This is an optimization exercise on Yosys and OpenROAD, whose aim is small area, a short achievable clock period and few clock cycles per item, not a production implementation. The RTL was checked by simulation tests, not by an equivalence proof against the original design.

## flow/design.v

```verilog
`timescale 1ns / 1ps
package pszn_pkg;
    localparam int MAX_POINTS = 64;
    localparam int FRAC_BITS  = 12;
    localparam int COORD_W    = 10;
    localparam int OUT_W      = 16;
    localparam int RING_D = 112;
    localparam int TF   = 24;
    localparam int TW   = TF + 12;   
    localparam int RW   = TF + 37;   
    localparam int PW   = TF + 15;   
endpackage
`timescale 1ns / 1ps
module pszn_ring #(
    parameter int WIDTH = 20,
    parameter int DEPTH = 64
) (
    input  logic                     clk,
    input  logic                     we,
    input  logic                     keep,
    input  logic                     clr,
    input  logic [WIDTH-1:0]         wdata,
    input  logic [$clog2(DEPTH)-1:0] rsel,
    output logic [WIDTH-1:0]         rdata,
    output logic                     rvalid
);
    logic [DEPTH*WIDTH-1:0] stages;
    logic [DEPTH-1:0]       valid;
    logic [DEPTH-1:0]       kill;
    always_comb
    begin
        kill = '0;
        kill[rsel] = clr;
    end
    always_ff @(posedge clk)
    begin
        stages <= {stages[(DEPTH-1)*WIDTH-1:0],
                   we ? wdata : stages[DEPTH*WIDTH-1 -: WIDTH]};
        valid  <= {valid[DEPTH-2:0] & ~kill[DEPTH-2:0],
                   we || (valid[DEPTH-1] && keep && !kill[DEPTH-1])};
    end
    assign rdata  = stages[rsel*WIDTH +: WIDTH];
    assign rvalid = valid[rsel];
endmodule
`timescale 1ns / 1ps
import pszn_pkg::*;
module pszn_scale_step
(
    input  logic [RW-1:0] z,
    input  logic [RW-1:0] v,
    input  logic [36:0]   b,
    output logic [RW-1:0] z_nxt,
    output logic [RW-1:0] v_nxt,
    output logic          bit_now
);
    logic [RW-1:0] bx, b4, vop;
    assign bit_now = !z[RW-1];
    assign bx      = RW'(b);
    assign b4      = RW'({b, 2'b00});
    assign vop     = bit_now ? ~v : v;
    assign z_nxt   = {z[RW-3:0], 2'b00} + ~bx + vop + (bit_now ? RW'(2) : RW'(1));
    assign v_nxt   = bit_now ? ({v[RW-2:0], 1'b0} + b4) : ({v[RW-2:0], 1'b0} - b4);
endmodule
`timescale 1ns / 1ps
module pszn_check
(
    input  logic        clk,
    input  logic        rst_n,
    input  logic        start,
    input  logic [15:0] e_mag,
    input  logic [14:0] m_low,
    input  logic [6:0]  n,
    input  logic [36:0] b,
    output logic        busy,
    output logic        done,
    output logic        inc
);
    logic [69:0] acc;
    logic [39:0] mx;
    logic [31:0] my;
    logic [37:0] rr;
    logic [2:0]  op;
    logic [4:0]  cnt;
    logic        cmp;
    logic [69:0] acc_nxt;
    assign acc_nxt = {acc[68:0], 1'b0} + (my[31] ? {30'd0, mx} : 70'd0);
    logic [15:0] a;
    assign a = {1'b0, m_low} + 16'd1;
    always_ff @(posedge clk or negedge rst_n)
    begin
        if (!rst_n)
        begin
            busy <= 1'b0;
            done <= 1'b0;
            op   <= '0;
            cnt  <= '0;
            cmp  <= 1'b0;
        end
        else
        begin
            done <= 1'b0;
            if (start && !busy)
            begin
                busy <= 1'b1;
                op   <= 3'd0;
                cnt  <= '0;
            end
            else if (cmp)
            begin
                cmp  <= 1'b0;
                busy <= 1'b0;
                done <= 1'b1;
            end
            else if (busy)
            begin
                cnt <= cnt + 5'd1;
                if (cnt == 5'd31)
                begin
                    if (op == 3'd3)
                        cmp <= 1'b1;
                    else
                        op <= op + 3'd1;
                end
            end
        end
    end
    always_ff @(posedge clk)
    begin
        if (start && !busy)
        begin
            acc <= '0;
            mx  <= {24'd0, e_mag};
            my  <= {16'd0, e_mag};
        end
        else if (cmp)
        begin
            inc <= acc <= {8'd0, rr, 24'd0};
        end
        else if (busy)
        begin
            if (cnt == 5'd31 && op != 3'd3)
            begin
                acc <= '0;
                case (op)
                    3'd0:
                    begin
                        mx <= acc_nxt[39:0];
                        my <= {25'd0, n - 7'd1};
                    end
                    3'd1:
                    begin
                        rr <= acc_nxt[37:0];
                        mx <= {24'd0, a};
                        my <= {16'd0, a};
                    end
                    3'd2:
                    begin
                        mx <= {3'd0, b};
                        my <= acc_nxt[31:0];
                    end
                    default:
                    begin
                    end
                endcase
            end
            else
            begin
                acc <= acc_nxt;
                my  <= {my[30:0], 1'b0};
            end
        end
    end
endmodule
`timescale 1ns / 1ps
import pszn_pkg::*;
module point_set_zscore_normalizer_core
(
    input  logic                      clk,
    input  logic                      rst_n,
    input  logic                      in_valid,
    output logic                      in_stall,
    input  logic signed [COORD_W-1:0] point_x,
    input  logic signed [COORD_W-1:0] point_y,
    input  logic                      end_of_set,
    output logic                      out_valid,
    input  logic                      out_stall,
    output logic signed [OUT_W-1:0]   norm_x,
    output logic signed [OUT_W-1:0]   norm_y,
    output logic [1:0]                status,
    output logic                      last
);
    logic [1:0]  iq_cnt;
    logic [20:0] iq0, iq1;        
    logic        in_stall_r;
    logic        push, pop;
    logic [1:0]  iq_cnt_nxt;
    assign in_stall   = in_stall_r;
    assign push       = in_valid && !in_stall_r;
    assign iq_cnt_nxt = iq_cnt + {1'b0, push} - {1'b0, pop};
    always_ff @(posedge clk or negedge rst_n)
    begin
        if (!rst_n)
        begin
            iq_cnt     <= '0;
            in_stall_r <= 1'b0;
        end
        else
        begin
            iq_cnt     <= iq_cnt_nxt;
            in_stall_r <= iq_cnt_nxt == 2'd2;
        end
    end
    always_ff @(posedge clk)
    begin
        if (pop)
        begin
            if (iq_cnt == 2'd2)
                iq0 <= iq1;
            else
                iq0 <= {end_of_set, point_y, point_x};
            iq1 <= {end_of_set, point_y, point_x};
        end
        else if (push)
        begin
            if (iq_cnt == 2'd0)
                iq0 <= {end_of_set, point_y, point_x};
            iq1 <= {end_of_set, point_y, point_x};
        end
    end
    logic                      h_eos;
    logic signed [COORD_W-1:0] h_x, h_y;
    assign h_eos = iq0[20];
    assign h_y   = iq0[19:10];
    assign h_x   = iq0[9:0];
    localparam int SW = $clog2(RING_D);
    logic [SW-1:0] occ;           
    logic [SW-1:0] rsel;          
    logic [SW-1:0] ph_off;
    logic [6:0]    n_load;        
    logic          keep, can_write, can_close, wr, rd, skip, rds, ph_taken;
    logic          cs_v;          
    logic          a_v, a_keep, a_eos;
    logic          b_v, b_keep, b_eos;
    logic [19:0]   ring_q;
    logic          ring_v;
    logic [SW-1:0] h_cur, h_new;
    logic [SW:0]   h_sum;
    assign ph_off    = (rsel == SW'(RING_D - 1)) ? '0 : rsel + SW'(1);
    assign ph_taken  = ph_off < occ;
    assign h_new     = ph_off - occ;
    assign h_sum     = {1'b0, h_cur} + {1'b0, h_new};
    assign keep      = n_load != 7'd64;
    assign can_write = (occ == '0)
                    || ((ph_off == occ) && (occ != SW'(RING_D - 1)))
                    || (!ph_taken && (ph_off != SW'(RING_D - 1))
                        && (h_sum <= (SW+1)'(RING_D - 65)));
    assign can_close = !cs_v && !(a_v && a_eos) && !(b_v && b_eos);
    assign pop       = (iq_cnt != 2'd0) && (!keep || can_write) && (!h_eos || can_close);
    assign wr        = pop && keep;
    assign skip      = (occ != '0) && !ring_v;
    assign rds       = rd || skip;
    pszn_ring #(
        .WIDTH (20),
        .DEPTH (RING_D)
    ) u_ring (
        .clk    (clk),
        .we     (wr),
        .keep   (ph_taken),
        .clr    (rds),
        .wdata  ({h_y, h_x}),
        .rsel   (rsel),
        .rdata  (ring_q),
        .rvalid (ring_v)
    );
    always_ff @(posedge clk or negedge rst_n)
    begin
        if (!rst_n)
        begin
            occ    <= '0;
            rsel   <= '0;
            n_load <= '0;
            h_cur  <= '0;
        end
        else
        begin
            if (wr && occ == '0)
            begin
                rsel <= '0;
                occ  <= SW'(1);
            end
            else
            begin
                if (!rds)
                    rsel <= ph_off;
                if (wr)
                    occ <= rds ? ph_off : ph_off + SW'(1);
                else if (rds)
                    occ <= occ - SW'(1);
            end
            if (pop)
            begin
                if (h_eos)
                    h_cur <= '0;
                else if (wr && occ != '0)
                    h_cur <= h_sum[SW-1:0];
                if (h_eos)
                    n_load <= '0;
                else if (keep)
                    n_load <= n_load + 7'd1;
            end
        end
    end
    logic signed [COORD_W-1:0] a_x, a_y, b_x, b_y;
    logic [9:0]                b_hhx, b_hhy, b_llx, b_lly;
    logic signed [10:0]        b_hlx, b_hly;
    logic [6:0]                s_n;
    logic                      s_drop;
    logic signed [16:0]        s_sx, s_sy;
    logic [24:0]               s_qx, s_qy;
    logic signed [16:0]        sx_new, sy_new;
    logic [24:0]               qx_new, qy_new;
    logic [6:0]                n_new;
    logic [6:0]         cs_n;
    logic               cs_drop;
    logic signed [16:0] cs_sx, cs_sy;
    logic [15:0]        cs_ax, cs_ay;     
    logic [24:0]        cs_qx, cs_qy;
    logic               cs_take;
    logic signed [4:0]  a_hx, a_hy;
    logic signed [5:0]  a_lx, a_ly;
    logic signed [10:0] a_hlx, a_hly;
    logic signed [9:0]  a_hhx_s, a_hhy_s;
    logic [24:0]        b_xx, b_yy;
    logic signed [16:0] b_x17, b_y17;
    logic signed [16:0] sx_neg, sy_neg;
    assign a_hx    = a_x[9:5];
    assign a_hy    = a_y[9:5];
    assign a_lx    = {1'b0, a_x[4:0]};
    assign a_ly    = {1'b0, a_y[4:0]};
    assign a_hhx_s = a_hx * a_hx;
    assign a_hhy_s = a_hy * a_hy;
    assign a_hlx   = a_hx * a_lx;
    assign a_hly   = a_hy * a_ly;
    assign b_xx    = {5'd0, b_hhx, 10'd0} + {{8{b_hlx[10]}}, b_hlx, 6'd0} + {15'd0, b_llx};
    assign b_yy    = {5'd0, b_hhy, 10'd0} + {{8{b_hly[10]}}, b_hly, 6'd0} + {15'd0, b_lly};
    assign b_x17  = b_x;
    assign b_y17  = b_y;
    assign sx_new = s_sx + (b_keep ? b_x17 : 17'sd0);
    assign sy_new = s_sy + (b_keep ? b_y17 : 17'sd0);
    assign qx_new = s_qx + (b_keep ? b_xx : 25'd0);
    assign qy_new = s_qy + (b_keep ? b_yy : 25'd0);
    assign n_new  = s_n + {6'd0, b_keep};
    assign sx_neg = -sx_new;
    assign sy_neg = -sy_new;
    always_ff @(posedge clk or negedge rst_n)
    begin
        if (!rst_n)
        begin
            a_v    <= 1'b0;
            b_v    <= 1'b0;
            s_n    <= '0;
            s_drop <= 1'b0;
            s_sx   <= '0;
            s_sy   <= '0;
            s_qx   <= '0;
            s_qy   <= '0;
            cs_v   <= 1'b0;
        end
        else
        begin
            a_v <= pop;
            b_v <= a_v;
            if (b_v)
            begin
                if (b_eos)
                begin
                    s_n    <= '0;
                    s_drop <= 1'b0;
                    s_sx   <= '0;
                    s_sy   <= '0;
                    s_qx   <= '0;
                    s_qy   <= '0;
                end
                else
                begin
                    s_n    <= n_new;
                    s_drop <= s_drop || !b_keep;
                    s_sx   <= sx_new;
                    s_sy   <= sy_new;
                    s_qx   <= qx_new;
                    s_qy   <= qy_new;
                end
            end
            if (b_v && b_eos)
                cs_v <= 1'b1;
            else if (cs_take)
                cs_v <= 1'b0;
        end
    end
    always_ff @(posedge clk)
    begin
        a_x    <= h_x;
        a_y    <= h_y;
        a_keep <= keep;
        a_eos  <= h_eos;
        b_x    <= a_x;
        b_y    <= a_y;
        b_hhx  <= a_hhx_s;
        b_hhy  <= a_hhy_s;
        b_hlx  <= a_hlx;
        b_hly  <= a_hly;
        b_llx  <= a_x[4:0] * a_x[4:0];
        b_lly  <= a_y[4:0] * a_y[4:0];
        b_keep <= a_keep;
        b_eos  <= a_eos;
        if (u_st == U_IDLE && cs_v)
        begin
            cs_qx <= cs_qy;
            cs_ax <= cs_ay;
        end
        if (b_v && b_eos)
        begin
            cs_n    <= n_new;
            cs_drop <= s_drop || !b_keep;
            cs_sx   <= sx_new;
            cs_sy   <= sy_new;
            cs_ax   <= sx_new[16] ? sx_neg[15:0] : sx_new[15:0];
            cs_ay   <= sy_new[16] ? sy_neg[15:0] : sy_new[15:0];
            cs_qx   <= qx_new;
            cs_qy   <= qy_new;
        end
    end
    logic [1:0]             dv;           
    logic [1:0]             rv;           
    logic [1:0][6:0]        d_n;
    logic [1:0][16:0]       d_sx, d_sy;
    logic [1:0][TW-1:0]     d_tx, d_ty;
    logic [1:0][36:0]       d_bx, d_by;
    logic [1:0]             d_zx, d_zy;
    logic [1:0][1:0]        d_st;
    localparam logic [2:0] U_IDLE = 3'd0, U_PX = 3'd1, U_PY = 3'd2, U_BY = 3'd3,
                           U_REC1 = 3'd4, U_REC = 3'd5, U_DONE = 3'd6;
    logic [2:0]         u_st;
    logic               u_ws;            
    logic [6:0]         u_n;
    logic               u_drop;
    logic signed [16:0] u_sx, u_sy;
    logic [19:0]        u_pql;
    logic [18:0]        u_pqh;
    logic [15:0]        u_shh, u_shl, u_sll;
    logic [22:0]        u_bl;
    logic [21:0]        u_bh;
    logic [30:0]        u_dm;            
    logic               u_dzx, u_dzy;    
    logic [36:0]        u_bx, u_by;
    logic [35:0]        u_ri;            
    logic [5:0]         u_kx, u_ky;      
    logic [RW-1:0]      u_zx, u_vx, u_zy, u_vy;
    logic [TW-1:0]      u_xx, u_xy;
    logic [6:0]   mul_n;
    logic [24:0]  mul_q;
    logic [15:0]  mul_a;
    logic [19:0]  mul_pql;
    logic [18:0]  mul_pqh;
    logic [31:0]  d_diff;
    assign mul_n   = cs_n;
    assign mul_q   = cs_qx;
    assign mul_a   = cs_ax;
    assign mul_pql = mul_n * mul_q[12:0];
    assign mul_pqh = mul_n * mul_q[24:13];
    assign d_diff  = {12'd0, u_pql} + {u_pqh, 13'd0}
                   - {u_shh, 16'd0} - {7'd0, u_shl, 9'd0} - {16'd0, u_sll};
    assign cs_take = (u_st == U_PY);
    logic [30:0] mb_d;
    logic [22:0] mb_l;
    logic [21:0] mb_h;
    logic [36:0] b_sum;
    assign mb_d  = u_dm;
    assign mb_l  = u_n * mb_d[15:0];
    assign mb_h  = u_n * mb_d[30:16];
    assign b_sum = {14'd0, u_bl} + {u_bh[20:0], 16'd0};
    logic [3:0] mb_k;
    always_comb
    begin
        mb_k = '0;
        for (int i = 1; i < 15; i++)
        begin
            if (mb_d[2*i] || mb_d[2*i+1])
                mb_k = 4'(i);
        end
        if (mb_d[30])
            mb_k = 4'd15;
    end
    logic [35:0] mb_r;
    assign mb_r = {30'd0, u_n - 7'd1} << {mb_k, 1'b0};
    logic [RW-1:0] zx_nxt, vx_nxt, zy_nxt, vy_nxt;
    logic          bx_now, by_now;
    pszn_scale_step u_stepx (
        .z       (u_zx),
        .v       (u_vx),
        .b       (u_bx),
        .z_nxt   (zx_nxt),
        .v_nxt   (vx_nxt),
        .bit_now (bx_now)
    );
    pszn_scale_step u_stepy (
        .z       (u_zy),
        .v       (u_vy),
        .b       (u_by),
        .z_nxt   (zy_nxt),
        .v_nxt   (vy_nxt),
        .bit_now (by_now)
    );
    logic [RW-1:0] z0;
    assign z0     = RW'({u_ri, 2'b00}) - RW'(u_bl) - RW'({u_bh, 16'd0});
    logic u_few, u_zx0, u_zy0;
    assign u_few = u_n < 7'd2;
    assign u_zx0 = u_few || u_dzx;
    assign u_zy0 = u_few || u_dzy;
    logic step_x, step_y;
    assign step_x = (u_st == U_REC1 || u_st == U_REC) && (u_kx != '0);
    assign step_y = (u_st == U_REC) && (u_ky != '0);
    always_ff @(posedge clk or negedge rst_n)
    begin
        if (!rst_n)
        begin
            u_st <= U_IDLE;
            u_ws <= 1'b0;
        end
        else
        begin
            case (u_st)
                U_IDLE:
                    if (cs_v)
                        u_st <= U_PX;
                U_PX:
                    u_st <= U_PY;
                U_PY:
                    u_st <= U_BY;
                U_BY:
                    u_st <= U_REC1;
                U_REC1:
                    u_st <= U_REC;
                U_REC:
                    if ((u_kx <= 6'd1) && (u_ky <= 6'd1))
                        u_st <= U_DONE;
                U_DONE:
                    if (!dv[u_ws])
                    begin
                        u_st <= U_IDLE;
                        u_ws <= !u_ws;
                    end
                default:
                    u_st <= U_IDLE;
            endcase
        end
    end
    always_ff @(posedge clk)
    begin
        case (u_st)
            U_IDLE:
            begin
                u_n    <= cs_n;
                u_drop <= cs_drop;
                u_sx   <= cs_sx;
                u_sy   <= cs_sy;
                u_pql  <= mul_pql;
                u_pqh  <= mul_pqh;
                u_shh  <= mul_a[15:8] * mul_a[15:8];
                u_shl  <= mul_a[15:8] * mul_a[7:0];
                u_sll  <= mul_a[7:0] * mul_a[7:0];
            end
            U_PX:
            begin
                u_dm  <= d_diff[30:0];
                u_dzx <= d_diff[30:0] == '0;
                u_pql <= mul_pql;
                u_pqh <= mul_pqh;
                u_shh <= mul_a[15:8] * mul_a[15:8];
                u_shl <= mul_a[15:8] * mul_a[7:0];
                u_sll <= mul_a[7:0] * mul_a[7:0];
            end
            U_PY:
            begin
                u_dm  <= d_diff[30:0];
                u_dzy <= d_diff[30:0] == '0;
                u_bl  <= mb_l;
                u_bh  <= mb_h;
                u_ri  <= mb_r;
                u_kx  <= 6'(TW) - {2'd0, mb_k};
            end
            U_BY:
            begin
                u_bl  <= mb_l;
                u_bh  <= mb_h;
                u_ri  <= mb_r;
                u_ky  <= 6'(TW) - {2'd0, mb_k};
                u_bx  <= b_sum;
                u_zx  <= z0;
                u_vx  <= RW'({b_sum, 2'b00});
                u_xx  <= '0;
            end
            U_REC1:
            begin
                u_by  <= b_sum;
                u_zy  <= z0;
                u_vy  <= RW'({b_sum, 2'b00});
                u_xy  <= '0;
            end
            default:
            begin
            end
        endcase
        if (step_x)
        begin
            u_zx <= zx_nxt;
            u_vx <= vx_nxt;
            u_xx <= {u_xx[TW-2:0], bx_now};
            u_kx <= u_kx - 6'd1;
        end
        if (step_y)
        begin
            u_zy <= zy_nxt;
            u_vy <= vy_nxt;
            u_xy <= {u_xy[TW-2:0], by_now};
            u_ky <= u_ky - 6'd1;
        end
    end
    logic desc_we;
    assign desc_we = (u_st == U_DONE) && !dv[u_ws];
    always_ff @(posedge clk)
    begin
        if (desc_we)
        begin
            d_n[u_ws]  <= u_n;
            d_sx[u_ws] <= u_sx;
            d_sy[u_ws] <= u_sy;
            d_tx[u_ws] <= u_xx;
            d_ty[u_ws] <= u_xy;
            d_bx[u_ws] <= u_bx;
            d_by[u_ws] <= u_by;
            d_zx[u_ws] <= u_zx0;
            d_zy[u_ws] <= u_zy0;
            if (u_few)
                d_st[u_ws] <= 2'd1;
            else if (u_drop)
                d_st[u_ws] <= 2'd3;
            else if (u_dzx || u_dzy)
                d_st[u_ws] <= 2'd2;
            else
                d_st[u_ws] <= 2'd0;
        end
    end
    logic       adv;
    logic       cur;              
    logic [5:0] iidx;             
    logic       i_last;
    assign i_last = {1'b0, iidx} == (d_n[cur] - 7'd1);
    assign rd     = adv && (occ != '0) && ring_v && rv[cur];
    logic                      p0_v, p0_s, p0_l;
    logic signed [COORD_W-1:0] p0_x, p0_y;
    logic [6:0]                p0_n;
    logic signed [16:0]        p0_sx, p0_sy;
    logic                      p1_v, p1_s, p1_l;
    logic signed [17:0]        p1_npx, p1_npy;
    logic signed [16:0]        p1_sx, p1_sy;
    logic                      p2_v, p2_s, p2_l;
    logic [15:0]               p2_ex, p2_ey;
    logic                      p2_nx, p2_ny;
    logic                      p3_v, p3_s, p3_l;
    logic [15:0]               p3_ex, p3_ey;
    logic                      p3_nx, p3_ny;
    logic [3:0][TW+3:0]        p3_qx, p3_qy;    
    logic [16:0]               p3_thx, p3_thy;  
    logic                      p4_v, p4_s, p4_l;
    logic [15:0]               p4_ex, p4_ey;
    logic                      p4_nx, p4_ny;
    logic [14:0]               p4_mx, p4_my;
    logic                      p4_ax, p4_ay;
    logic                      p4_zx, p4_zy;
    logic [1:0]                p4_st;
    logic                      o_v, o_s;
    logic signed [7:0]  p0_ns;
    logic signed [17:0] np_x, np_y;
    assign p0_ns = $signed({1'b0, p0_n});
    assign np_x  = p0_ns * p0_x;
    assign np_y  = p0_ns * p0_y;
    logic signed [17:0] epx, enx, epy, eny;
    assign epx = p1_npx - p1_sx;
    assign enx = p1_sx - p1_npx;
    assign epy = p1_npy - p1_sy;
    assign eny = p1_sy - p1_npy;
    logic [TW-1:0]        p2_tx, p2_ty;    
    logic [3:0][TW+3:0]   mqx, mqy;
    always_comb
    begin
        for (int i = 0; i < 4; i++)
        begin
            mqx[i] = p2_ex[4*i +: 4] * p2_tx;
            mqy[i] = p2_ey[4*i +: 4] * p2_ty;
        end
    end
    logic [PW-1:0] px, py;
    logic          ax_w, ay_w;
    always_comb
    begin
        px = '0;
        py = '0;
        for (int i = 0; i < 4; i++)
        begin
            px = px + (PW'(p3_qx[i]) << (4*i));
            py = py + (PW'(p3_qy[i]) << (4*i));
        end
    end
    assign ax_w = (&px[TF-1:16]) && ({1'b0, px[15:0]} > p3_thx);
    assign ay_w = (&py[TF-1:16]) && ({1'b0, py[15:0]} > p3_thy);
    localparam logic [1:0] SL_IDLE = 2'd0, SL_GO = 2'd1, SL_RUN = 2'd2, SL_DONE = 2'd3;
    logic [1:0] sl_st;
    logic       sl_axis, sl_incx, sl_incy;
    logic       chk_busy, chk_done, chk_inc;
    logic       p4_block;
    assign p4_block = p4_v && (p4_ax || p4_ay) && (sl_st != SL_DONE);
    assign adv      = (!o_v || !out_stall) && !p4_block;
    pszn_check u_check (
        .clk   (clk),
        .rst_n (rst_n),
        .start (sl_st == SL_GO),
        .e_mag (sl_axis ? p4_ey : p4_ex),
        .m_low (sl_axis ? p4_my : p4_mx),
        .n     (d_n[p4_s]),
        .b     (sl_axis ? d_by[p4_s] : d_bx[p4_s]),
        .busy  (chk_busy),
        .done  (chk_done),
        .inc   (chk_inc)
    );
    always_ff @(posedge clk or negedge rst_n)
    begin
        if (!rst_n)
        begin
            sl_st   <= SL_IDLE;
            sl_axis <= 1'b0;
            sl_incx <= 1'b0;
            sl_incy <= 1'b0;
        end
        else
        begin
            case (sl_st)
                SL_IDLE:
                    if (p4_block)
                    begin
                        sl_axis <= !p4_ax;
                        sl_st   <= SL_GO;
                    end
                SL_GO:
                    sl_st <= SL_RUN;
                SL_RUN:
                    if (chk_done)
                    begin
                        if (!sl_axis)
                        begin
                            sl_incx <= chk_inc;
                            if (p4_ay)
                            begin
                                sl_axis <= 1'b1;
                                sl_st   <= SL_GO;
                            end
                            else
                                sl_st <= SL_DONE;
                        end
                        else
                        begin
                            sl_incy <= chk_inc;
                            sl_st   <= SL_DONE;
                        end
                    end
                default:
                    if (adv)
                    begin
                        sl_st   <= SL_IDLE;
                        sl_incx <= 1'b0;
                        sl_incy <= 1'b0;
                    end
            endcase
        end
    end
    logic [15:0]              mx_p1, my_p1, mx_ng, my_ng;
    logic signed [OUT_W-1:0]  zx_val, zy_val;
    assign mx_p1  = {1'b0, p4_mx} + 16'd1;
    assign my_p1  = {1'b0, p4_my} + 16'd1;
    assign mx_ng  = ~{1'b0, p4_mx} + 16'd1;
    assign my_ng  = ~{1'b0, p4_my} + 16'd1;
    assign zx_val = p4_zx ? 16'sd0 : p4_nx ? (sl_incx ? ~{1'b0, p4_mx} : mx_ng)
                                          : (sl_incx ? mx_p1 : {1'b0, p4_mx});
    assign zy_val = p4_zy ? 16'sd0 : p4_ny ? (sl_incy ? ~{1'b0, p4_my} : my_ng)
                                          : (sl_incy ? my_p1 : {1'b0, p4_my});
    always_ff @(posedge clk or negedge rst_n)
    begin
        if (!rst_n)
        begin
            p0_v <= 1'b0;
            p1_v <= 1'b0;
            p2_v <= 1'b0;
            p3_v <= 1'b0;
            p4_v <= 1'b0;
            o_v  <= 1'b0;
            cur  <= 1'b0;
            iidx <= '0;
            dv   <= '0;
            rv   <= '0;
        end
        else
        begin
            if (adv)
            begin
                p0_v <= rd;
                p1_v <= p0_v;
                p2_v <= p1_v;
                p3_v <= p2_v;
                p4_v <= p3_v;
            end
            if (!o_v || !out_stall)
                o_v <= adv && p4_v;
            if (rd)
            begin
                if (i_last)
                begin
                    iidx <= '0;
                    cur  <= !cur;
                end
                else
                    iidx <= iidx + 6'd1;
            end
            if (desc_we && !u_ws)
            begin
                dv[0] <= 1'b1;
                rv[0] <= 1'b1;
            end
            else
            begin
                if (rd && i_last && !cur)
                    rv[0] <= 1'b0;
                if (o_v && !out_stall && last && !o_s)
                    dv[0] <= 1'b0;
            end
            if (desc_we && u_ws)
            begin
                dv[1] <= 1'b1;
                rv[1] <= 1'b1;
            end
            else
            begin
                if (rd && i_last && cur)
                    rv[1] <= 1'b0;
                if (o_v && !out_stall && last && o_s)
                    dv[1] <= 1'b0;
            end
        end
    end
    always_ff @(posedge clk)
    begin
        if (adv)
        begin
            p0_s  <= cur;
            p0_l  <= i_last;
            p0_x  <= $signed(ring_q[9:0]);
            p0_y  <= $signed(ring_q[19:10]);
            p0_n  <= d_n[cur];
            p0_sx <= $signed(d_sx[cur]);
            p0_sy <= $signed(d_sy[cur]);
            p1_s   <= p0_s;
            p1_l   <= p0_l;
            p1_npx <= np_x;
            p1_npy <= np_y;
            p1_sx  <= p0_sx;
            p1_sy  <= p0_sy;
            p2_s  <= p1_s;
            p2_l  <= p1_l;
            p2_nx <= epx[17];
            p2_ny <= epy[17];
            p2_ex <= epx[17] ? enx[15:0] : epx[15:0];
            p2_ey <= epy[17] ? eny[15:0] : epy[15:0];
            p2_tx <= d_tx[p1_s];
            p2_ty <= d_ty[p1_s];
            p3_s  <= p2_s;
            p3_l  <= p2_l;
            p3_nx <= p2_nx;
            p3_ny <= p2_ny;
            p3_ex <= p2_ex;
            p3_ey <= p2_ey;
            p3_qx <= mqx;
            p3_qy <= mqy;
            p3_thx <= 17'h10000 - {1'b0, p2_ex};
            p3_thy <= 17'h10000 - {1'b0, p2_ey};
            p4_s  <= p3_s;
            p4_l  <= p3_l;
            p4_nx <= p3_nx;
            p4_ny <= p3_ny;
            p4_ex <= p3_ex;
            p4_ey <= p3_ey;
            p4_mx <= px[PW-1:TF];
            p4_my <= py[PW-1:TF];
            p4_ax <= ax_w && !d_zx[p3_s];
            p4_ay <= ay_w && !d_zy[p3_s];
            p4_zx <= d_zx[p3_s];
            p4_zy <= d_zy[p3_s];
            p4_st <= d_st[p3_s];
        end
        if (adv && p4_v)
        begin
            norm_x <= zx_val;
            norm_y <= zy_val;
            status <= p4_st;
            last   <= p4_l;
            o_s    <= p4_s;
        end
    end
    assign out_valid = o_v;
endmodule
```

## flow/run.sh

```bash
#!/bin/bash
# synth_recipe.tcl (not shown) runs the flow's synth.tcl, then flattens the netlist and writes it again
# the make line also repeats each setting of config.mk as NAME=value (left out here)
make -C /OpenROAD-flow-scripts/flow DESIGN_CONFIG=/design/flow/config.mk WORK_HOME=/design/flow/orfs CLKGATE_MAP_FILE= SYNTH_SCRIPT=/design/flow/synth_recipe.tcl finish
```

## flow/config.mk

```make
export PLATFORM = sky130hd
export DESIGN_NAME = point_set_zscore_normalizer_core
export DESIGN_NICKNAME = point_set_zscore_normalizer_core
export VERILOG_FILES = /design/flow/design.v
export SDC_FILE = /design/flow/constraint.sdc
export NUM_CORES = 4
export LEC_CHECK = 0
export ABC_CLOCK_PERIOD_IN_PS = 5000
export CAP_MARGIN = 20
export CORE_MARGIN = 2
export CORE_UTILIZATION = 40
export SETUP_SLACK_MARGIN = 4.5
export SLEW_MARGIN = 20
```

## flow/constraint.sdc

```tcl
create_clock -name core_clock -period 10.0 [get_ports {clk}]
set_input_delay 2.0000 -clock core_clock [delete_from_list [all_inputs] [get_ports {clk}]]
set_output_delay 2.0000 -clock core_clock [all_outputs]
set_load 0.01 [all_outputs]
```

==> results of run 1 <==
## through the flow
stage	hold slack [ns]	instances
3_5_place_dp	0.331	28200
2_1_floorplan	0.310	20700
5_1_grt	0.280	29300
6_report	0.284	29300
3_3_place_gp	0.327	28200
4_1_cts	0.278	29200
## state kept, by name, indices dropped and copies added, names as in the netlist, 37 cells and up, named ones only
register,flops
u_check.mx,40
p3_qy,132
u_zy,60
u_vx,59
u_ring.valid,112
p3_qx,132
u_ring.stages,2240
u_vy,59
u_bx,37
u_by,37
u_check.rr,38
u_zx,60
u_check.acc,70
## cells by family (layout without fill, tap and decap cells)
family                   Yosys count  in the layout  share of synthesized area
AND/OR/NAND/NOR                 4915           4923                     0.0972
AO/OA/AOI/OAI                   3393           3393                     0.0881
buffers and inverters           2688           3193                     0.0415
other                              1             10                  0.0000154
flip-flops                      4659           4659                      0.466
adder cells (fa/ha/maj)         2685           2685                      0.174
multiplexers                    1055           1055                     0.0850
XOR/XNOR                        1335           1335                     0.0480
## layer usage
| metal | vias up | part of all wire | track usage |
|---|---|---|---|
| li1 | 72400 | - | - |
| met1 | 76100 | 0.45 | 0.241 |
| met3 | 844 | 0.045 | 0.0185 |
| met2 | 2996 | 0.48 | 0.300 |
| met5 | - | 0 | 0 |
| met4 | 0 | 0.032 | 0.0505 |
## cells in the mapped netlist (410+ instances only)
cell / n
dfxtp_1: 2560
edfxtp_1: 1936
nand2_1: 1906
inv_1: 1866
ha_1: 1506
fa_1: 1177
a21oi_1: 980
xnor2_1: 925
and2_1: 913
nor2_1: 816
mux4_2: 793
o21ai_0: 757
clkbuf_1: 679
a21o_1: 433
xor2_1: 410
## final cells by class
type	count	area, sq um	area share
diodes	8	20.0	0.0000734
flip-flops and latches	4659	113000	0.416
repair inverters	3	23.8	0.0000871
clock inverters	236	2860	0.0105
clock buffers	642	13200	0.0483
inverters	1871	7080	0.0260
multi-input cells	13400	122000	0.447
repair buffers	441	4270	0.0156
well taps	8064	10100	0.0370
## what timing repair did
item | CTS | global route
pin swaps | 31 | 59
endpoints found under the setup margin | 370 | 338
endpoints found under the hold margin | 0 | 0
resized for setup | 241 | 210
buffers inserted | 89 | 101
cloned | 12 | 4
## path summary, 6_finish.rpt
path	startpoint	endpoint	slack, ns	depth (start not counted)
max	u_sll[10]$_DFFE_PP_	u_dzx$_DFFE_PN_	4.52	16
min	u_ring.stages[1585]$_DFF_P_	u_ring.stages[1605]$_DFF_P_	0.28	0
max reg2reg	u_sll[10]$_DFFE_PP_	u_dzx$_DFFE_PN_	4.52	16
min reg2reg	u_ring.stages[1585]$_DFF_P_	u_ring.stages[1605]$_DFF_P_	0.28	0
max in group asynchronous	rst_n	rsel[3]$_DFFE_PN0P_	7.47	3
min in group asynchronous	rst_n	sl_incx$_DFFE_PN0P_	0.88	1
## worst register-to-register path, delay by kind of cell (launching register included)
family / cells / cell delay (ns)
and+or+nand+nor: 7 / 2.88
xor gates and xnor gates: 1 / 0.09
buffers and inverters: 2 / 0.21
DFF: 1 / 0.38
adders and majority gates: 4 / 1.26
AOI/OAI and AO/OA: 2 / 0.50
==> impl_metrics.csv, run 1 <==
group,metric,value,unit
detailed_routing,dr.pass1.iters,6,
detailed_routing,dr_total_vias,152000,
sta,setup_tns,0,ns
clock_network,cts_sinks,4659,
critical_path,cpLargestDelayFamily,"simple AND/OR/NAND/NOR gates",
die,core,607000,sq um
synthesis,synthTopCellsByArea,"edfxtp_1, dfxtp_1, fa_1",
sta,finalSetupViolations,0,
critical_path,crit_type,"reg2reg",
clock_network,cts_max_path_buffers,4,
critical_path,cp.required,10.89,ns
synthesis,ys_async_sr_fraction,0.0350,
global_route,overflow,0,
clock_network,cts_made_buffers,469,
clock_network,cts_root_buffer,"clkbuf_16",
critical_path,cp_cell_sequence,"ha_1 -> inv_1 -> fa_1 -> ha_4 -> ha_4 -> a211o_4 -> o21ai_4 -> xnor2_2 -> or4b_4 -> or4_4 -> or3_1 -> or4_4 -> or4_4 -> or4b_4 -> nor4_4 -> buf_6",
die,die_h,784,microns
clock_network,cts_tree,"yes",
critical_path,critPathArrivalTime,6.36,ns
detailed_routing,vias_per_cell,5.19,
detailed_routing,final_antenna_net_count,0,
critical_path,crit_top_cell,"or4_4",
final_layout,layout_common_cells,"dfxtp_1, edfxtp_1, nand2_1",
synthesis,ys_seq_area_frac,0.466,
critical_path,cpPeakStageDelay,0.56,ns
detailed_routing,wire_per_inst,19.0,microns
global_route,grt_max_degree,149,
synthesis,synthesis.area,244000,sq um
detailed_routing,finalWirelength,556,mm
final_layout,syn2layout_area_growth,12.0,%
critical_path,critPathBufInv,2,
sta,slew_headroom,0.244,
synthesis,yosysTopAreaCell,"edfxtp_1",
synthesis,synthCells,20700,
sta,tightest_slew,1.12,ns
global_route,grt_pass1_wl,877,mm
critical_path,cp_max_fo,4,
sta,fin_crit,5.48,ns
final_layout,drive_above_1_share,0.116,
place,place_area,253000,sq um
sta,setup_slack,4.52,ns
final_layout,final_util,0.450,
final_layout,nets,23500,
place,post-place-ws,2.76,ns
global_route,antenna_found_initial,19,
final_layout,fillers,55200,
detailed_routing,remaining_drc_errors,0,
synthesis,synth_cell_types,95,
global_route,grt_pass1_vias,155000,
synthesis,yosys_warnings,3,
sta,period_share,0.548,
synthesis,synth_edf_count,1936,
detailed_routing,drt_iter0_drc,9453,
clock_network,htreeDepth,5,
die,die_w,784,microns
clock_network,worstSkewPairLatency,1.06,ns
critical_path,cp-end-kind,"flop",
sta,slew_viol_final,0,
sta,rsz0062_at_grt,"yes",
place,globalplace.congestion,0.882,
synthesis,synth-seq-cells,4659,
die,rows,286,
die,pin_count,62,
place,dp_hpwl,394,mm
die,start_util,0.401,
sta,fmax,0.183,GHz
synthesis,synth_top_flop_cell,"dfxtp_1",
global_route,track_usage,0.177,
sta,hold_viol,0,
sta,fin_worst_skew,0.102,ns
final_layout,postLayoutCellArea,273000,sq um
synthesis,synth.avg_cell_area,11.7,sq um
critical_path,startpoint_type,"flop",
clock_network,holdBufCountCts,0,
final_layout,final_common_cell,"dfxtp_1",
job,cap_violations,0,
die,die_area,615000,sq um
status,outcome,"no timing/DRC/antenna violations",
synthesis,synth_top_area_frac,0.239,
critical_path,critPathSlowestCell,"or4b_4",
place,portBuffers,61,
hold_path,min_path_type,"reg2reg",
clock_network,clk_pin_slew,0.06,ns
Testbench counts, summed over its fixed seeds: cycles 3,121, items 2,044.
==> run 2, diff against run 1 <==
--- a/flow/config.mk
+++ b/flow/config.mk
@@ -5,9 +5,9 @@
 export SDC_FILE = /design/flow/constraint.sdc
 export NUM_CORES = 4
 export LEC_CHECK = 0
-export ABC_CLOCK_PERIOD_IN_PS = 5000
+export ABC_CLOCK_PERIOD_IN_PS = 4500
 export CAP_MARGIN = 20
 export CORE_MARGIN = 2
 export CORE_UTILIZATION = 40
-export SETUP_SLACK_MARGIN = 4.5
+export SETUP_SLACK_MARGIN = 5
 export SLEW_MARGIN = 20
==> run 2 against run 1 <==
Register-to-register slack got worse by 0.03 ns. Hold slack got worse by 0.013 ns. Synthesized area did not move. Highest routed layer is now met5. Global-route usage rose by 0.58 points. Still clean.
==> impl_metrics.csv, run 2 <==
group,metric,value,unit
final_layout,fillers,54400,
sta,finalSetupViolations,0,
sta,rsz0062_at_grt,"yes",
sta,period_share,0.550,
sta,slew_headroom,0.269,
final_layout,largest_reg_flops,2240,
global_route,overflow,0,
global_route,grt_max_degree,166,
place,dp_hpwl,393,mm
detailed_routing,dr.pass1.iters,6,
sta,tightest_slew,1.10,ns
critical_path,critPathBufInv,3,
detailed_routing,remaining_drc_errors,0,
synthesis,yosysTopAreaCell,"edfxtp_1",
synthesis,yosysMostFrequentCell,"dfxtp_1",
critical_path,crit_type,"reg2reg",
final_layout,nets,23900,
synthesis,synthTopCellsByCount,"dfxtp_1, edfxtp_1, nand2_1, inv_1, ha_1",
critical_path,cpPeakStageDelay,0.49,ns
detailed_routing,finalWirelength,581,mm
clock_network,cts_made_buffers,480,
detailed_routing,wire_per_inst,19.6,microns
sta,fin_crit,5.50,ns
detailed_routing,drt_iter0_drc,9948,
sta,setup_slack,4.50,ns
final_layout,layout_common_cells,"dfxtp_1, edfxtp_1, nand2_1",
synthesis,yosys_warnings,3,
synthesis,synth.avg_cell_area,11.7,sq um
detailed_routing,vias_per_cell,5.23,
final_layout,final_common_cell,"dfxtp_1",
synthesis,synthTopCellsByArea,"edfxtp_1, dfxtp_1, fa_1",
final_layout,drive_above_1_share,0.151,
clock_network,worstSkewPairLatency,1.05,ns
hold_path,min_path_type,"reg2reg",
critical_path,cp_max_fo,5,
synthesis,synth_cell_types,95,
sta,hold_viol,0,
critical_path,cp-end-kind,"flop",
synthesis,ys_seq_area_frac,0.466,
final_layout,regMostFlops,"u_ring.stages",
place,globalplace.congestion,0.868,
die,pin_count,62,
detailed_routing,dr_total_vias,155000,
clock_network,cts_sinks,4659,
synthesis,ys_async_sr_fraction,0.0350,
critical_path,startpoint_type,"flop",
job,cap_violations,0,
clock_network,clk_pin_slew,0.07,ns
global_route,antenna_found_initial,31,
final_layout,syn2layout_area_growth,15.1,%
critical_path,cpLargestDelayFamily,"compound AO/OA/AOI/OAI gates",
critical_path,cp.required,10.91,ns
sta,fin_worst_skew,0.0952,ns
clock_network,cts_root_buffer,"clkbuf_16",
sta,fmax,0.182,GHz
die,rows,286,
synthesis,synth_top_flop_cell,"dfxtp_1",
final_layout,seqCellArea,113000,sq um
detailed_routing,final_antenna_net_count,0,
die,die_w,784,microns
synthesis,synth-seq-cells,4659,
synthesis,synth_top_area_frac,0.239,
global_route,grt_pass1_vias,157000,
place,post-place-ws,2.59,ns
final_layout,multi_input_area,124000,sq um
global_route,track_usage,0.183,
critical_path,critPathSlowestCell,"edfxtp_1",
critical_path,crit_top_cell,"a21oi_1",
clock_network,cts_tree,"yes",
sta,slew_viol_final,0,
synthesis,synth_edf_count,1936,
place,portBuffers,61,
synthesis,synthesis.area,244000,sq um
die,die_area,615000,sq um
synthesis,synthCells,20700,
clock_network,htreeDepth,5,
global_route,grt_pass1_wl,902,mm
die,core,607000,sq um
clock_network,cts_max_path_buffers,4,
die,die_h,784,microns
status,outcome,"no timing/DRC/antenna violations",
final_layout,largestRegisters,"u_ring.stages x2240, p3_qx x132, p3_qy x132",
die,start_util,0.401,
critical_path,critPathArrivalTime,6.41,ns
sta,setup_tns,0,ns
[run 2: layer usage]
layer  vias to the layer above  global-route usage  wire, microns
li1                      73100                   -              -
met1                     77800               0.252         261000
met2                      3328               0.305         274000
met3                       857              0.0238          29300
met4                         4              0.0478          16500
met5                         -                   0             31
[run 2: worst paths after layout]
| path | cells after the start | to | slack [ns] | startpoint |
|---|---|---|---|---|
| max | 26 | u_zy[46]$_DFFE_PP_ | 4.50 | u_bl[11]$_DFFE_PP_ |
| min | 0 | u_ring.stages[381]$_DFF_P_ | 0.27 | u_ring.stages[361]$_DFF_P_ |
| max reg2reg | 26 | u_zy[46]$_DFFE_PP_ | 4.50 | u_bl[11]$_DFFE_PP_ |
| min reg2reg | 0 | u_ring.stages[381]$_DFF_P_ | 0.27 | u_ring.stages[361]$_DFF_P_ |
| max in group asynchronous | 3 | rsel[1]$_DFFE_PN0P_ | 6.72 | rst_n |
| min in group asynchronous | 1 | u_check.done$_DFF_PN0_ | 0.99 | rst_n |
[run 2: logic make-up (layout without fill, tap and decap cells)]
group | after synthesis | in the layout | share of synthesized area
DFF | 4659 | 4659 | 0.466
xor gates and xnor gates | 1335 | 1335 | 0.0480
adders and majority gates | 2685 | 2685 | 0.174
other | 1 | 13 | 0.0000154
buffers and inverters | 2688 | 3553 | 0.0415
muxes | 1055 | 1055 | 0.0850
and+or+nand+nor | 4915 | 4924 | 0.0972
AOI/OAI and AO/OA | 3393 | 3393 | 0.0881
[run 2: final cells by class]
cell class / count / share of cell area
Multi-Input combinational cell: 13400 / 0.444
Sequential cell: 4659 / 0.405
Clock buffer: 636 / 0.0481
Tap cell: 8064 / 0.0360
Timing Repair Buffer: 767 / 0.0283
Inverter: 1871 / 0.0253
Clock inverter: 275 / 0.0129
Timing Repair inverter: 4 / 0.000112
Antenna cell: 11 / 0.0000982
[run 2: through the flow]
step	util	cell area (sq um)	hold slack, ns	cells
after floorplan	-	244000	0.310	20700
after global placement	0.417	253000	0.315	28200
after detailed placement	0.417	253000	0.323	28200
after CTS	0.455	276000	0.271	29500
after global routing	0.462	280000	0.285	29700
final	0.462	280000	0.271	29700
[run 2: what timing repair did]
item,in CTS,in global routing
resized for setup,591,558
setup buffers,313,180
pin swaps,156,362
gates cloned,30,17
hold buffers,0,0
setup endpoints to repair,576,426
==> run 3, diff against run 2 <==
--- a/flow/design.v
+++ b/flow/design.v
@@ -4,10 +4,10 @@
     localparam int FRAC_BITS  = 12;
     localparam int COORD_W    = 10;
     localparam int OUT_W      = 16;
-    localparam int RING_D = 112;
-    localparam int TF   = 24;
+    localparam int RING_D = 96;
+    localparam int TF   = 26;
     localparam int TW   = TF + 12;   
-    localparam int RW   = TF + 37;   
+    localparam int RW   = 64;        
     localparam int PW   = TF + 15;   
 endpackage
 `timescale 1ns / 1ps
@@ -49,17 +49,37 @@
     input  logic [RW-1:0] z,
     input  logic [RW-1:0] v,
     input  logic [36:0]   b,
+    input  logic [38:0]   b3,        
+    input  logic [40:0]   b9,        
     output logic [RW-1:0] z_nxt,
     output logic [RW-1:0] v_nxt,
-    output logic          bit_now
+    output logic          bit0,
+    output logic          bit1
 );
-    logic [RW-1:0] bx, b4, vop;
-    assign bit_now = !z[RW-1];
-    assign bx      = RW'(b);
-    assign b4      = RW'({b, 2'b00});
-    assign vop     = bit_now ? ~v : v;
-    assign z_nxt   = {z[RW-3:0], 2'b00} + ~bx + vop + (bit_now ? RW'(2) : RW'(1));
-    assign v_nxt   = bit_now ? ({v[RW-2:0], 1'b0} + b4) : ({v[RW-2:0], 1'b0} - b4);
+    logic [RW-1:0] z1, za, zc, v4, va, vc;
+    logic [RW-1:0] v1op, v2op, v4op;
+    logic [RW-1:0] bx, b4x, b9x, b12x;
+    assign bx   = RW'(b);
+    assign b4x  = RW'({b, 2'b00});
+    assign b9x  = RW'(b9);
+    assign b12x = RW'({b3, 2'b00});
+    assign bit0 = !z[RW-1];
+    assign v1op = bit0 ? ~v : v;
+    assign v2op = bit0 ? ~{v[RW-2:0], 1'b0} : {v[RW-2:0], 1'b0};
+    assign v4op = bit0 ? ~{v[RW-3:0], 2'b00} : {v[RW-3:0], 2'b00};
+    assign z1   = {z[RW-3:0], 2'b00} + ~bx + v1op + (bit0 ? RW'(2) : RW'(1));
+    assign bit1 = !z1[RW-1];
+    assign za   = {z[RW-5:0], 4'b0000} + ~b9x + v4op + v2op + (bit0 ? RW'(3) : RW'(1));
+    assign zc   = {z[RW-5:0], 4'b0000} + ~bx + v2op + (bit0 ? RW'(2) : RW'(1));
+    assign v4   = {v[RW-3:0], 2'b00};
+    assign va   = bit0 ? v4 + b12x : v4 - b12x;
+    assign vc   = bit0 ? v4 + b4x : v4 - b4x;
+    logic          same;
+    logic [RW-1:0] same_m;
+    assign same   = bit1 == bit0;
+    assign same_m = {RW{same}};
+    assign z_nxt  = (za & same_m) | (zc & ~same_m);
+    assign v_nxt  = (va & same_m) | (vc & ~same_m);
 endmodule
 `timescale 1ns / 1ps
 module pszn_check
@@ -453,6 +473,8 @@
     logic [30:0]        u_dm;            
     logic               u_dzx, u_dzy;    
     logic [36:0]        u_bx, u_by;
+    logic [38:0]        u_b3x, u_b3y;    
+    logic [40:0]        u_b9x, u_b9y;    
     logic [35:0]        u_ri;            
     logic [5:0]         u_kx, u_ky;      
     logic [RW-1:0]      u_zx, u_vx, u_zy, u_vy;
@@ -479,6 +501,10 @@
     assign mb_l  = u_n * mb_d[15:0];
     assign mb_h  = u_n * mb_d[30:16];
     assign b_sum = {14'd0, u_bl} + {u_bh[20:0], 16'd0};
+    logic [38:0] b3_sum;
+    logic [40:0] b9_sum;
+    assign b3_sum = {16'd0, u_bl} + {15'd0, u_bl, 1'b0} + {1'b0, u_bh, 16'd0} + {u_bh, 17'd0};
+    assign b9_sum = {18'd0, u_bl} + {15'd0, u_bl, 3'd0} + {3'd0, u_bh, 16'd0} + {u_bh, 19'd0};
     logic [3:0] mb_k;
     always_comb
     begin
@@ -494,25 +520,31 @@
     logic [35:0] mb_r;
     assign mb_r = {30'd0, u_n - 7'd1} << {mb_k, 1'b0};
     logic [RW-1:0] zx_nxt, vx_nxt, zy_nxt, vy_nxt;
-    logic          bx_now, by_now;
+    logic          bx0, bx1, by0, by1;
     pszn_scale_step u_stepx (
-        .z       (u_zx),
-        .v       (u_vx),
-        .b       (u_bx),
-        .z_nxt   (zx_nxt),
-        .v_nxt   (vx_nxt),
-        .bit_now (bx_now)
+        .z     (u_zx),
+        .v     (u_vx),
+        .b     (u_bx),
+        .b3    (u_b3x),
+        .b9    (u_b9x),
+        .z_nxt (zx_nxt),
+        .v_nxt (vx_nxt),
+        .bit0  (bx0),
+        .bit1  (bx1)
     );
     pszn_scale_step u_stepy (
-        .z       (u_zy),
-        .v       (u_vy),
-        .b       (u_by),
-        .z_nxt   (zy_nxt),
-        .v_nxt   (vy_nxt),
-        .bit_now (by_now)
+        .z     (u_zy),
+        .v     (u_vy),
+        .b     (u_by),
+        .b3    (u_b3y),
+        .b9    (u_b9y),
+        .z_nxt (zy_nxt),
+        .v_nxt (vy_nxt),
+        .bit0  (by0),
+        .bit1  (by1)
     );
     logic [RW-1:0] z0;
-    assign z0     = RW'({u_ri, 2'b00}) - RW'(u_bl) - RW'({u_bh, 16'd0});
+    assign z0     = {26'd0, u_ri, 2'b00} - RW'(u_bl) - RW'({u_bh, 16'd0});
     logic u_few, u_zx0, u_zy0;
     assign u_few = u_n < 7'd2;
     assign u_zx0 = u_few || u_dzx;
@@ -542,7 +574,7 @@
                 U_REC1:
                     u_st <= U_REC;
                 U_REC:
-                    if ((u_kx <= 6'd1) && (u_ky <= 6'd1))
+                    if ((u_kx <= 6'd2) && (u_ky <= 6'd2))
                         u_st <= U_DONE;
                 U_DONE:
                     if (!dv[u_ws])
@@ -596,6 +628,8 @@
                 u_ri  <= mb_r;
                 u_ky  <= 6'(TW) - {2'd0, mb_k};
                 u_bx  <= b_sum;
+                u_b3x <= b3_sum;
+                u_b9x <= b9_sum;
                 u_zx  <= z0;
                 u_vx  <= RW'({b_sum, 2'b00});
                 u_xx  <= '0;
@@ -603,6 +637,8 @@
             U_REC1:
             begin
                 u_by  <= b_sum;
+                u_b3y <= b3_sum;
+                u_b9y <= b9_sum;
                 u_zy  <= z0;
                 u_vy  <= RW'({b_sum, 2'b00});
                 u_xy  <= '0;
@@ -615,15 +651,31 @@
         begin
             u_zx <= zx_nxt;
             u_vx <= vx_nxt;
-            u_xx <= {u_xx[TW-2:0], bx_now};
-            u_kx <= u_kx - 6'd1;
+            if (u_kx == 6'd1)
+            begin
+                u_xx <= {u_xx[TW-2:0], bx0};
+                u_kx <= 6'd0;
+            end
+            else
+            begin
+                u_xx <= {u_xx[TW-3:0], bx0, bx1};
+                u_kx <= u_kx - 6'd2;
+            end
         end
         if (step_y)
         begin
             u_zy <= zy_nxt;
             u_vy <= vy_nxt;
-            u_xy <= {u_xy[TW-2:0], by_now};
-            u_ky <= u_ky - 6'd1;
+            if (u_ky == 6'd1)
+            begin
+                u_xy <= {u_xy[TW-2:0], by0};
+                u_ky <= 6'd0;
+            end
+            else
+            begin
+                u_xy <= {u_xy[TW-3:0], by0, by1};
+                u_ky <= u_ky - 6'd2;
+            end
         end
     end
     logic desc_we;
==> run 3 against run 2 <==
Critical path depth grew 3. Flip-flop and latch count down 140. Non-clock buffer count up 587. Via count grew 24%. Global-route usage rose by 2.6 points. Hold slack improved by 0.037 ns. Highest routed layer unchanged.
==> impl_metrics.csv, run 3 <==
group,metric,value,unit
die,core,685000,sq um
die,pin_count,62,
final_layout,layout_common_cells,"inv_1, dfxtp_1, nand2_1",
critical_path,crit_top_cell,"o21a_1",
critical_path,critPathBufInv,3,
global_route,track_usage,0.209,
synthesis,synthesis.area,275000,sq um
detailed_routing,dr_total_vias,192000,
critical_path,cp.required,10.75,ns
synthesis,synth_top_area_frac,0.233,
synthesis,yosysMostFrequentCell,"inv_1",
critical_path,cp-end-kind,"flop",
synthesis,synthTopCellsByArea,"edfxtp_1, dfxtp_1, fa_1",
final_layout,final_common_cell,"inv_1",
die,rows,304,
detailed_routing,finalWirelength,758,mm
critical_path,reg2reg_slack,3.73,ns
clock_network,cts_root_buffer,"clkbuf_16",
synthesis,synth_cell_types,111,
detailed_routing,vias_per_cell,5.43,
global_route,grt_pass1_vias,192000,
sta,setup_tns,0,ns
sta,finalSetupViolations,0,
synthesis,synthTopCellsByCount,"inv_1, nand2_1, dfxtp_1, ha_1, edfxtp_1",
place,globalplace.congestion,0.915,
detailed_routing,wire_per_inst,21.4,microns
clock_network,htreeDepth,5,
die,die_h,833,microns
final_layout,nets,29500,
final_layout,regMostFlops,"u_ring.stages",
clock_network,cts_sinks,4519,
sta,slew_viol_final,0,
final_layout,syn2layout_area_growth,17.0,%
job,cap_violations,0,
sta,hold_viol,0,
place,portBuffers,61,
clock_network,cts_max_path_buffers,4,
place,place_area,286000,sq um
place,post-place-ws,2.43,ns
synthesis,synth-seq-cells,4519,
die,die_w,833,microns
status,outcome,"no timing/DRC/antenna violations",
sta,fin_crit,6.27,ns
final_layout,drive_above_1_share,0.166,
clock_network,cts_tree,"yes",
clock_network,worstSkewPairLatency,1.08,ns
critical_path,critPathArrivalTime,7.02,ns
final_layout,largest_reg_flops,1920,
global_route,antenna_found_initial,49,
detailed_routing,dr.pass1.iters,6,
critical_path,crit_type,"reg2reg",
synthesis,synth_edf_count,2132,
critical_path,cpPeakStageDelay,0.42,ns
global_route,overflow,0,
clock_network,cts_made_buffers,470,
synthesis,synth.avg_cell_area,11.1,sq um
clock_network,clk_pin_slew,0.07,ns
detailed_routing,drt_iter0_drc,15000,
critical_path,cpLargestDelayFamily,"compound AO/OA/AOI/OAI gates",
detailed_routing,remaining_drc_errors,0,
critical_path,startpoint_type,"flop",
critical_path,cp_max_fo,5,
global_route,grt_max_degree,163,
hold_path,min_path_type,"reg2reg",
die,die_area,694000,sq um
place,dp_hpwl,529,mm
sta,setup_slack,3.73,ns
sta,fin_worst_skew,0.106,ns
synthesis,yosys_warnings,3,
critical_path,critPathSlowestCell,"edfxtp_1",
synthesis,synthCells,24900,
synthesis,ys_seq_area_frac,0.409,
sta,fmax,0.159,GHz
clock_network,holdBufCountCts,0,
sta,tightest_slew,1.36,ns
sta,slew_headroom,0.0848,
final_layout,largestRegisters,"u_ring.stages x1920, p3_qx x140, p3_qy x140",
detailed_routing,final_antenna_net_count,0,
sta,period_share,0.627,
synthesis,yosysTopAreaCell,"edfxtp_1",
die,start_util,0.401,
sta,finalHoldWorstSlack,0.308,ns
final_layout,postLayoutCellArea,322000,sq um
synthesis,ys_async_sr_fraction,0.0361,
synthesis,synth_top_flop_cell,"dfxtp_1",
global_route,grt_pass1_wl,1140,mm
sta,rsz0062_at_grt,"yes",
-- run 3: cell types whose count changed after synthesis, sizes merged, moves of 138 or more --
cell and delta:
nor2 +321, inv +437, ha +657, a21o +235, dfxtp -336, a21oi +457, edfxtp +196, xnor2 +326
nand2 +357, nand3 +138, fa +328
-- run 3: path summary, 6_finish.rpt --
check | depth (start not counted) | from | to
worst min-delay path | 0 | u_ring.stages[1535]$_DFF_P_ | u_ring.stages[1555]$_DFF_P_
worst max-delay path | 29 | u_bl[2]$_DFFE_PP_ | u_zy[63]$_DFFE_PP_
max in group asynchronous | 3 | rst_n | rsel[2]$_DFFE_PN0P_
worst max register to register | 29 | u_bl[2]$_DFFE_PP_ | u_zy[63]$_DFFE_PP_
min in group asynchronous | 1 | rst_n | u_check.op[1]$_DFFE_PN0P_
worst min register to register | 0 | u_ring.stages[1535]$_DFF_P_ | u_ring.stages[1555]$_DFF_P_
-- run 3: layout make-up --
| cell class | count | area [sq um] |
|---|---|---|
| multi-input combinational | 17100 | 159000 |
| inverter | 2307 | 8700 |
| clock inverter | 255 | 2890 |
| timing repair buffer | 1354 | 13500 |
| clock buffer | 619 | 13200 |
| timing repair inverter | 1 | 7.51 |
| antenna | 31 | 77.6 |
| tap | 9180 | 11500 |
| sequential | 4519 | 113000 |
| fill | 62100 | 363000 |
-- run 3: cell families after synthesis --
| kind of cell | after synthesis | synth area share |
|---|---|---|
| and+or+nand+nor | 5971 | 0.104 |
| AOI/OAI and AO/OA | 4790 | 0.113 |
| DFF | 4519 | 0.409 |
| adders and majority gates | 3670 | 0.208 |
| buffers and inverters | 3242 | 0.0446 |
| xor gates and xnor gates | 1731 | 0.0552 |
| muxes | 949 | 0.0666 |
-- run 3: repair_timing --
item / in CTS / in global routing
cloned: 38 / 24
gates resized for setup: 1270 / 826
pin swaps: 508 / 694
setup endpoints to repair: 703 / 507
setup buffers: 590 / 412
endpoints found under the hold margin: 0 / 0
-- run 3: metal layers --
| layer | track usage | vias up | part of all wire |
|---|---|---|---|
| li1 | - | 89000 | - |
| met3 | 0.0259 | 1224 | 0.060 |
| met5 | 0 | - | 0.000049 |
| met2 | 0.337 | 5357 | 0.46 |
| met1 | 0.295 | 96600 | 0.44 |
| met4 | 0.0647 | 6 | 0.039 |
-- run 3: worst register-to-register path: cells and delay by family (launching register included) --
| family | cells | cell delay (ns) |
|---|---|---|
| AO/OA/AOI/OAI | 15 | 3.39 |
| XOR/XNOR | 1 | 0.13 |
| adder cells (fa/ha/maj) | 2 | 0.48 |
| buffers and inverters | 3 | 0.45 |
| flip-flops | 1 | 0.42 |
| AND/OR/NAND/NOR | 8 | 1.15 |
-- run 3: through the flow --
step	std cells	utilization
floorplan	24900	-
global placement	33400	0.417
detailed placement	33400	0.417
CTS	34900	0.459
global route	35400	0.470
finish	35400	0.470
Testbench counts of run 3, summed over its fixed seeds: cycles 2,895, items 2,044.

[static timing again, ports no longer ideal]
How much do the figures lean on ideal ports? The routed layouts below were timed once more, with nothing changed but the port constraints.
Step 1, drivers: a clkbuf_16 drives clk and a buf_2 each remaining input, both assumed.
Step 2 adds t to the input delays and takes it off the output delays; t is the mean of the earliest and latest rising clock arrival at the registers after step 1. Input paths then give back, and output paths get back, about the clock's delay inside the block.
a / b / c = ideal ports / drivers / drivers and shift; a / b = the first two.
run | t (ns) | slack for setup (ns) | hold slack, ns | worst register clock-pin slew, ns
run 1 | 1.137 | 4.523 / 4.523 / 3.672 | 0.284 / 0.284 / 0.284 | 0.07 / 0.07
run 2 | 1.135 | 4.497 / 4.497 / 4.136 | 0.271 / 0.271 / 0.271 | 0.07 / 0.07
run 3 | 1.155 | 3.728 / 3.728 / 3.728 | 0.308 / 0.308 / 0.308 | 0.08 / 0.08
After both steps every run listed still meets setup and hold. For run 1, which loses most, drivers alone change the setup slack by 0.000 ns; drivers and shift together by -0.851 ns.
